Source: an optimization exercise on an open RTL-to-GDS flow (aim: small area). Production flows keep margins and buffers that such runs may drop.
In this exercise RTL edits were held to simulation tests only and were not proved equivalent to the original.

## run 1
## matrix_stream_loader
module matrix_stream_loader (
  input  logic          clk,
  input  logic          rst,
  input  logic          cfg_valid,
  input  logic [2:0]    rows,
  input  logic [2:0]    cols,
  output logic          cfg_err,
  input  logic          in_valid,
  input  logic [31:0]   in_data,
  output logic          in_ready,
  output logic [1151:0] Aout,
  output logic          start,
  input  logic          done,
  output logic          busy,
  output logic [1:0]    dbg_state
);
  localparam logic [1:0] S_IDLE  = 2'd0;
  localparam logic [1:0] S_LOAD  = 2'd1;
  localparam logic [1:0] S_HOLD  = 2'd2;
  localparam logic [1:0] S_DRAIN = 2'd3;
  logic [1:0]    state_q;
  logic          cfg_err_q;
  logic [5:0]    idx_q;     
  logic [5:0]    n_q;       
  logic [1151:0] aout_q;
  logic idle, load, dims_ok, accept, is_last;
  assign idle    = (state_q == S_IDLE);
  assign load    = (state_q == S_LOAD);
  assign dims_ok = (rows != 3'd0) && (rows != 3'd7) &&
                   (cols != 3'd0) && (cols != 3'd7);
  assign accept  = load & in_valid;
  assign is_last = (idx_q + 6'd1 == n_q);    
  always_ff @(posedge clk or posedge rst) begin
    if (rst) begin
      state_q   <= S_IDLE;
      cfg_err_q <= 1'b0;
    end else begin
      cfg_err_q <= idle & cfg_valid & ~dims_ok;
      case (state_q)
        S_IDLE:  if (cfg_valid && dims_ok) state_q <= S_LOAD;
        S_LOAD:  if (in_valid && is_last)  state_q <= S_HOLD;
        S_HOLD:  if (done)                 state_q <= S_DRAIN;
        default: if (!done)                state_q <= S_IDLE;
      endcase
    end
  end
  always_ff @(posedge clk) begin
    if (idle) begin
      idx_q  <= 6'd0;
      n_q <= 6'(rows) * 6'(cols);
    end else if (accept) begin
      idx_q  <= idx_q + 6'd1;
    end
  end
  logic        keep;
  logic [35:0] sel;
  assign keep = ~idle;
  always_comb begin
    for (int k = 0; k < 36; k++)
      sel[k] = accept & (idx_q == 6'(k));
  end
  always_ff @(posedge clk) begin
    for (int k = 0; k < 36; k++)
  ...
For scale: ~2900 cells after synthesis, about 1200 flip-flops, about 36000 um2 of cells after synthesis.
clock: 5.0 ns
lec_check: 0
cap_margin: 5
core_area: 5 5 265 265
die_area: 0 0 270 270
place_density: 0.72
slew_margin: 5
standard.sh (not shown) runs the stock make flow with config.mk's settings and CLKGATE_MAP_FILE= SYNTH_SCRIPT=/design/flow/synth_recipe.tcl, a recipe that flattens the netlist after the stock synthesis.
==> flow/flow/run.sh <==
#!/bin/bash
# Standard ORFS layout with these changes, which only affect cell area:
#  - port buffers are the smallest buffer (buf_1) instead of the default pick;
#  - pins may sit on adjacent routing tracks, so a smaller die fits them;
#  - after placement, a gate followed by a lone buffer is folded into one
#    stronger gate (flow/post_place.tcl);
#  - clock tree synthesis uses clkbuf_8 leaf buffers with larger sink
#    clusters and no dummy loads (flip-flop clock slew stays near 105 ps).
set -euo pipefail
export BUFFER_PORTS_ARGS="-buffer_cell sky130_fd_sc_hd__buf_1"
export PLACE_PINS_ARGS="-min_distance 1 -min_distance_in_tracks"
export CTS_ARGS="-sink_clustering_enable -repair_clock_nets -dont_use_dummy_load -buf_list {sky130_fd_sc_hd__clkbuf_8} -sink_clustering_size 17 -sink_clustering_max_diameter 60"
bash standard.sh place > standard_place.log 2>&1
P=$FLOW_HOME/platforms/sky130hd
RESULTS=$PWD/orfs/results/sky130hd/matrix_stream_loader/base PLATFORM_DIR=$P \
  PLATFORM_LIB=$P/lib/sky130_fd_sc_hd__tt_025C_1v80.lib \
  openroad -no_init -exit flow/post_place.tcl > post_place.log 2>&1
bash standard.sh finish > standard_finish.log 2>&1
==> flow/flow/collapse.tcl <==
# Collapse "gate -> buffer" pairs: when a buffer's input net is driven by a
# single logic gate that drives nothing else, remove the buffer and let the
# gate (sized up) drive the loads directly. Also fold a port buffer followed
# by a lone buffer into one port buffer.
proc cell_area {inst} { return [get_property [get_lib_cells */[get_property $inst ref_name]] area] }
proc total_area {} { set a 0; foreach i [get_cells *] { set m [get_property $i ref_name]; if {[string match "*tapvpwr*" $m]} continue; set a [expr $a + [cell_area $i]] }; return $a }
proc upsized {m} {
  # the _4 variant of a logic cell, if it exists and is not dont-use
  if {![regexp {^(sky130_fd_sc_hd__\w+)_(\d+)$} $m -> base d]} { return "" }
  foreach s {4} {
    if {$d >= $s} { return "" }
    set lc [get_lib_cells -quiet */${base}_$s]
    if {[llength $lc]} { return ${base}_$s }
  }
  return ""
}
puts "area before [total_area]"
set block [ord::get_db_block]
set removed 0; set resized 0
set todo {}
foreach inst [$block getInsts] {
  set m [[$inst getMaster] getName]
  if {![regexp {__(buf|clkbuf)_\d+$} $m]} continue
  if {[string match "input*" [$inst getName]] || [string match "output*" [$inst getName]]} continue
  set in [$inst findITerm A]
  set net [$in getNet]
  if {$net == "NULL"} continue
  if {[llength [$net getBTerms]]} continue
  set its [$net getITerms]
  if {[llength $its] > 40} continue
  set outnet [[$inst findITerm X] getNet]
  if {$outnet == "NULL" || [llength [$outnet getBTerms]]} continue
  set drv ""
  foreach it $its { if {[$it isOutputSignal]} { set drv [$it getInst] } }
  if {$drv == ""} continue
  set dm [[$drv getMaster] getName]
  if {[string match "*df*" $dm]} continue
  lappend todo [list $inst $drv $dm [llength $its]]
}
foreach t $todo {
  lassign $t inst drv dm nits
  set dname [$drv getName]
  set bname [$inst getName]
  if {[regexp {__(buf|clkbuf)_\d+$} $dm] && [string match "input*" $dname]} {
    set new sky130_fd_sc_hd__buf_4
  } elseif {$nits <= 6} {
    set new [upsized $dm]
  } else {
    set new ""
  }
  if {$new == ""} { continue }
  puts "collapse $bname into $dname ($dm -> $new)"
  remove_buffers [get_cells $bname]
  replace_cell [get_cells $dname] $new
  incr removed; incr resized
}
puts "collapsed $removed buffers"
puts "area after [total_area]"
==> flow/flow/post_place.tcl <==
# Runs between ORFS's placement and clock tree synthesis: folds gate->buffer
# pairs into one stronger gate, fixes any slew/cap violation that leaves,
# legalizes, and writes the placement back for the rest of the flow.
set R $::env(RESULTS)
read_liberty $::env(PLATFORM_LIB)
read_db $R/3_place.odb
read_sdc $R/3_place.sdc
source $::env(PLATFORM_DIR)/setRC.tcl
set_dont_use [get_lib_cells {*__probe* *__lpflow*}]
estimate_parasitics -placement
source [file dirname [info script]]/collapse.tcl
repair_design -slew_margin 5 -cap_margin 5
detailed_placement
check_placement
estimate_parasitics -placement
report_check_types -max_slew -max_capacitance -violators
report_worst_slack -max
report_worst_slack -min
puts "area final [total_area]"
write_db $R/3_place.odb
> inputs changed (run 1 -> run 2)
--- a/flow/flow/collapse.tcl
+++ b/flow/flow/collapse.tcl
@@ -37,8 +37,9 @@
   if {[string match "*df*" $dm]} continue
-  lappend todo [list $inst $drv $dm [llength $its]]
+  # a buffer driven by another (non-port) buffer is left alone
+  if {[regexp {__(buf|clkbuf)_\d+$} $dm] && ![string match "input*" [$drv getName]]} continue
+  lappend todo [list [$inst getName] [$drv getName] $dm [llength $its]]
 }
 foreach t $todo {
-  lassign $t inst drv dm nits
-  set dname [$drv getName]
-  set bname [$inst getName]
+  lassign $t bname dname dm nits
+  if {[$block findInst $bname] == "NULL" || [$block findInst $dname] == "NULL"} continue
   if {[regexp {__(buf|clkbuf)_\d+$} $dm] && [string match "input*" $dname]} {
--- a/flow/flow/post_place.tcl
+++ b/flow/flow/post_place.tcl
@@ -11,3 +11,3 @@
 source [file dirname [info script]]/collapse.tcl
-repair_design -slew_margin 5 -cap_margin 5
+repair_design -slew_margin 20 -cap_margin 20
 detailed_placement
--- a/flow/config.mk
+++ b/flow/config.mk
@@ -7,6 +7,6 @@
 export LEC_CHECK = 0
-export CAP_MARGIN = 5
+export CAP_MARGIN = 20
 export CORE_AREA = 5 5 265 265
 export DIE_AREA = 0 0 270 270
-export PLACE_DENSITY = 0.72
-export SLEW_MARGIN = 5
+export PLACE_DENSITY = 0.85
+export SLEW_MARGIN = 20
Notes after the runs:
Run 2 and run 1 ended up with nearly the same final instance count without filler cells. There was hardly any difference in count of buffers not belonging to the clock network in the layout between run 2 and run 1. Run 1 -> run 2: full die area delta 0, exact match.
Inputs modified between run 2 and run 3:
--- a/flow/flow/collapse.tcl
+++ b/flow/flow/collapse.tcl
@@ -37,9 +37,8 @@
   if {[string match "*df*" $dm]} continue
-  # a buffer driven by another (non-port) buffer is left alone
-  if {[regexp {__(buf|clkbuf)_\d+$} $dm] && ![string match "input*" [$drv getName]]} continue
-  lappend todo [list [$inst getName] [$drv getName] $dm [llength $its]]
+  lappend todo [list $inst $drv $dm [llength $its]]
 }
 foreach t $todo {
-  lassign $t bname dname dm nits
-  if {[$block findInst $bname] == "NULL" || [$block findInst $dname] == "NULL"} continue
+  lassign $t inst drv dm nits
+  set dname [$drv getName]
+  set bname [$inst getName]
   if {[regexp {__(buf|clkbuf)_\d+$} $dm] && [string match "input*" $dname]} {
--- a/flow/config.mk
+++ b/flow/config.mk
@@ -10,3 +10,3 @@
 export DIE_AREA = 0 0 270 270
-export PLACE_DENSITY = 0.85
+export PLACE_DENSITY = 0.72
 export SLEW_MARGIN = 20
==> run summary <==
Against run 2, run 3 comes in 1.5 points lower on ratio of final minimum period to clock period. Global-route usage over all layers (higher): run 3. Reported for run 3 and run 2, number of flops mapped to enable cells by yosys turned out identical to the last digit. As far as relative area of clock buffers and inverters in the final design is concerned, run 3 and run 2 perform about the same. For number of multi-input logic gates, run 2 and run 3 come out practically identical. Status: core occupancy in the finished layout parity (run 3, run 2). | area of placed instances | run 2 vs run 3 | ≈ equal |. The total instance count after detailed placement of run 3 and that of run 2 are within noise of each other. Compared with run 2, in run 3 number of fill cells in the layout shows an increase of 7.7%, setup slack on the worst flop-to-flop path shows an increase of 280 ps, sequential share of layout area shows no meaningful change.

[port drivers added, routing unchanged]
Ports are ideal in the flow. The routed layouts listed here were re-timed in OpenROAD.
Step 1: set_driving_cell puts a clkbuf_16 on clk and a buf_2 on each other input, an assumption about the parent block.
Step 2, shift: input delay + t, output delay - t, t = (earliest + latest rising clock arrival at the registers) / 2. This alone moves slack from input paths to output paths.
Slacks: no drivers / after step 1 / after step 2; pairs: no drivers / after step 1.
run	t, ns	setup WS [ns]	latest minus earliest clock arrival (ns)
run 1	0.742	1.320 / 1.255 / 1.789	0.092 / 0.092
run 2	0.727	1.248 / 1.185 / 1.543	0.107 / 0.107
run 3	0.751	1.324 / 1.263 / 1.727	0.083 / 0.084
After both steps setup and hold are still met in every run listed.
